Source: an optimization exercise on an open RTL-to-GDS flow (aim: small area, a short achievable clock period and few clock cycles per item). Production flows keep margins and buffers that such runs may drop. Only simulation tests tie the RTL to the original design; equivalence was not proved.

## run 1
## gimli_permutation_core
module gimli_permutation_core #(
  parameter int NUMBER_OF_ROUNDS = 24
) (
  input  logic         clk,
  input  logic         rst,
  input  logic [383:0] din_state,
  input  logic         din_valid,
  output logic         din_ready,
  output logic [383:0] dout_state,
  output logic         dout_valid,
  input  logic         dout_ready,
  output logic         busy
);
  localparam int K = 2;
  logic         r_run;     
  logic         r_done;    
  logic [4:0]   r_round;   
  logic [383:0] r_state;
  logic         w_take;
  logic         w_last;
  logic [4:0]   w_round_base;
  logic [K:0][383:0] w_blk;
  assign din_ready = !r_run && (!r_done || dout_ready);
  assign w_take    = din_valid && din_ready;
  assign w_last    = (r_round == 5'(K));
  assign w_round_base = (K % 4 == 0) ? {r_round[4:2], 2'b00} :
                        (K % 2 == 0) ? {r_round[4:1], 1'b0} : r_round;
  for (genvar j = 0; j < K; j++) begin : g_rnd
    gimli_round #(
      .STATIC_PHASE ((K % 4 == 0) || (K % 2 == 0 && j % 2 == 1)),
      .PHASE        ((4 - (j % 4)) % 4)
    ) u_round (
      .i_state (w_blk[j]),
      .i_round (w_round_base - 5'(j)),
      .o_state (w_blk[j+1])
    );
  end
  assign w_blk[0] = r_state;
  always_ff @(posedge clk) begin
    if (w_take)     r_state <= din_state;
    else if (r_run) r_state <= w_blk[K];
  end
  always_ff @(posedge clk or posedge rst) begin
    if (rst) begin
  ...
Size in the first run: roughly 3200 cells after synthesis, roughly 390 flip-flops.
export LEC_CHECK = 0
export CAP_MARGIN = 20
export CORE_MARGIN = 2
export CORE_UTILIZATION = 60
export CTS_BUF_LIST = sky130_fd_sc_hd__clkbuf_8
export PLACE_DENSITY = 0.75
export SETUP_SLACK_MARGIN = 1.1
export SLEW_MARGIN = 20
create_clock -name core_clock -period 3.5 [get_ports {clk}]
standard.sh (not shown) runs the stock make flow with config.mk's settings and CLKGATE_MAP_FILE= SYNTH_SCRIPT=/design/flow/synth_recipe.tcl, a recipe that flattens the netlist after the stock synthesis.
==> flow/flow/run.sh <==
#!/bin/bash
# Own layout flow: the standard layout (standard.sh), with the port
# buffers made as sky130_fd_sc_hd__buf_1 instead of the delay buffer that
# buffer_ports picks by default. Every input and output port still gets its
# own buffer; the resizer may resize them like any other cell.
set -euo pipefail
export BUFFER_PORTS_ARGS="-buffer_cell sky130_fd_sc_hd__buf_1"
bash standard.sh finish > standard_flow.log 2>&1
The final layout from run 1, which completed every stage, passed the timing, design-rule and antenna checks at the end of the flow.
Testbench counts of run 1, summed over its fixed seeds: cycles 1,672, items 128.
--- input diff run 1..run 2 ---
# run 1
export LEC_CHECK = 0
export CAP_MARGIN = 20
export CORE_MARGIN = 2
export CORE_UTILIZATION = 60
export CTS_BUF_LIST = sky130_fd_sc_hd__clkbuf_8
export PLACE_DENSITY = 0.75
export SETUP_SLACK_MARGIN = 1.1
export SLEW_MARGIN = 20
create_clock -name core_clock -period 3.5 [get_ports {clk}]
# run 2
export LEC_CHECK = 0
export CAP_MARGIN = 20
export CORE_MARGIN = 2
export CORE_UTILIZATION = 60
export PLACE_DENSITY = 0.75
export SETUP_SLACK_MARGIN = 1.5
export SLEW_MARGIN = 20
create_clock -name core_clock -period 3.5 [get_ports {clk}]
[summary]
FAIL run 2 @ clock tree synthesis: tool exited with error. Run 2 vs run 1 — placed wire-length estimate dropped 1.6 mm. Post-cts resize count (run 2 over run 1): increase, about 900%. Run 2 -> run 1: multiplexer fraction of the synthesized cell area delta 0, exact match. On floorplan die height, run 2 tracks run 1 almost exactly. Of run 1 and run 2, the lower H-tree depth reported by CTS belongs to run 2. Relative to run 1, the post-CTS repair timing setup buffer count of run 2 is higher by about 1300%. Side by side, count of hold buffers inserted by post-cts repair turned out lower in run 2 than in run 1. Instance area after placement grows slightly when moving from run 1 to run 2.
#### Input delta (run 3 over run 2)
# run 2
export LEC_CHECK = 0
export CAP_MARGIN = 20
export CORE_MARGIN = 2
export CORE_UTILIZATION = 60
export PLACE_DENSITY = 0.75
export SETUP_SLACK_MARGIN = 1.5
export SLEW_MARGIN = 20
create_clock -name core_clock -period 3.5 [get_ports {clk}]
# run 3
export LEC_CHECK = 0
export CAP_MARGIN = 20
export CORE_MARGIN = 2
export CORE_UTILIZATION = 60
export PLACE_DENSITY = 0.75
export SETUP_SLACK_MARGIN = 0.5
export SLEW_MARGIN = 20
create_clock -name core_clock -period 3.5 [get_ports {clk}]
Findings:
- Both conditions hold for run 3: the flow ran to the end and the final layout passed the timing, design-rule and antenna checks.
- Going from run 2 to run 3, final RePlAce weighted congestion grows by 2.2%.
- Run 2 and run 3 ended up with roughly the same area after synthesis.
- On post-CTS setup buffer count: between run 2 and run 3, it ends up lower for run 3.
- Diff run 2 -> run 3 | placement-stage cell area | down slightly
- Re clock sink count: no difference whatsoever between run 3 and run 2.
- Detailed-placement wirelength estimate was lower in run 2 than in run 3.
- Delta (run 3 minus run 2): average cell area after synthesis closely matched the old numbers, total of cells resized after clock tree synthesis decreased by 2131 relative to the old numbers, number of cells after detailed placement increased by 22 relative to the old numbers.
[inputs] run 4 vs run 3
# run 3
export LEC_CHECK = 0
export CAP_MARGIN = 20
export CORE_MARGIN = 2
export CORE_UTILIZATION = 60
export PLACE_DENSITY = 0.75
export SETUP_SLACK_MARGIN = 0.5
export SLEW_MARGIN = 20
create_clock -name core_clock -period 3.5 [get_ports {clk}]
# run 4
export LEC_CHECK = 0
export CAP_MARGIN = 20
export CORE_MARGIN = 2
export CORE_UTILIZATION = 60
export PLACE_DENSITY = 0.75
export SETUP_SLACK_MARGIN = 1.9
export SLEW_MARGIN = 20
create_clock -name core_clock -period 3.5 [get_ports {clk}]
--- outcome ---
Area after detailed placement for run 4 is higher than for run 3.
Summary — number of buffers inserted to repair setup after CTS, run 4 relative to run 3: higher, by 896.
Between run 3 and run 4, the total instance count after detailed placement does not differ in any meaningful way.
On number of clock sinks, run 3 and run 4 are basically level.
Diff run 4..run 3 | number of unique standard cell types used by synthesis | unchanged
No stage failed in run 3, and the final checks on the layout all came back clean.
Run 4 never completed, since it errored out during clock tree synthesis.
## Diff of input files: run 5 against run 4
# run 4
export LEC_CHECK = 0
export CAP_MARGIN = 20
export CORE_MARGIN = 2
export CORE_UTILIZATION = 60
export PLACE_DENSITY = 0.75
export SETUP_SLACK_MARGIN = 1.9
export SLEW_MARGIN = 20
create_clock -name core_clock -period 3.5 [get_ports {clk}]
# run 5
export LEC_CHECK = 0
export CAP_MARGIN = 20
export CORE_MARGIN = 2
export CORE_UTILIZATION = 60
export PLACE_DENSITY = 0.75
export SETUP_SLACK_MARGIN = 1.2
export SLEW_MARGIN = 20
create_clock -name core_clock -period 3.5 [get_ports {clk}]
==> summary.txt <==
Run 5 and run 4: one clean run, run 5; the rest did not finish clean. Run 4 did not make it past clock tree synthesis, where a tool error ended it. The placed instance area number comes out higher for run 4 vs run 5. ~same number of H-tree branching levels in run 5 and run 4. Lower HPWL after detailed placement goes to run 5 over run 4. Taking run 5 over run 4, the post-CTS setup repair buffer count ratio works out to 0.16. Run 5 vs. run 4: total placed cells including tap cells was more or less identical; part of the Yosys area used for sequential elements stayed essentially flat. From run 4 to run 5 the numbers moved as follows: post-cts sizing count fell 85%, buffer depth of the longest clock path about even, area after synthesis about even.
diff inputs: run 5 => run 6
# run 5
export LEC_CHECK = 0
export CAP_MARGIN = 20
export CORE_MARGIN = 2
export CORE_UTILIZATION = 60
export PLACE_DENSITY = 0.75
export SETUP_SLACK_MARGIN = 1.2
export SLEW_MARGIN = 20
create_clock -name core_clock -period 3.5 [get_ports {clk}]
# run 6
export LEC_CHECK = 0
export CAP_MARGIN = 20
export CORE_MARGIN = 2
export CORE_UTILIZATION = 60
export PLACE_DENSITY = 0.75
export SETUP_SLACK_MARGIN = 1.1
export SLEW_MARGIN = 20
create_clock -name core_clock -period 3.5 [get_ports {clk}]
Notes after the runs:
- The number of cells in the design after placement was comparable across run 5 and run 6.
- Fraction of met2 tracks used by global routing for run 6 is lower than for run 5.
- | design area | higher: run 5 |

-- static timing again, ports no longer ideal --
How much do the figures lean on ideal ports? The routed layouts below were timed once more, with nothing changed but the port constraints. Step 1 (the two cells are an assumption about what drives the block):
set clk [get_ports {clk}]
set_driving_cell -lib_cell sky130_fd_sc_hd__clkbuf_16 $clk
set_driving_cell -lib_cell sky130_fd_sc_hd__buf_2 [delete_from_list [all_inputs] $clk]
Step 2 also shifts input and output timing later by t, the mid clock arrival at the registers, as if the neighbouring blocks saw the same clock. Slacks: ideal ports / drivers / drivers and shift; pairs: ideal ports / drivers.
| run | shift t [ns] | setup WS [ns] | worst hold slack (ns) | latest minus earliest clock arrival (ns) | worst register clock-pin slew, ns |
|---|---|---|---|---|---|
| run 1 | 0.777 | 0.810 / 0.810 / 0.527 | 0.244 / 0.203 / 0.511 | 0.034 / 0.034 | 0.08 / 0.08 |
| run 3 | 0.676 | 0.436 / 0.436 / 0.436 | 0.077 / 0.028 / 0.505 | 0.022 / 0.022 | 0.07 / 0.07 |
| run 5 | 0.702 | 0.754 / 0.754 / 0.313 | 0.097 / 0.047 / 0.530 | 0.027 / 0.027 | 0.07 / 0.07 |
| run 6 | 0.690 | 0.953 / 0.953 / 0.503 | 0.085 / 0.035 / 0.506 | 0.016 / 0.015 | 0.07 / 0.07 |
After both steps every run listed still meets setup and hold. For run 6, which loses most, drivers alone change the setup slack by 0.000 ns; drivers and shift together by -0.450 ns.
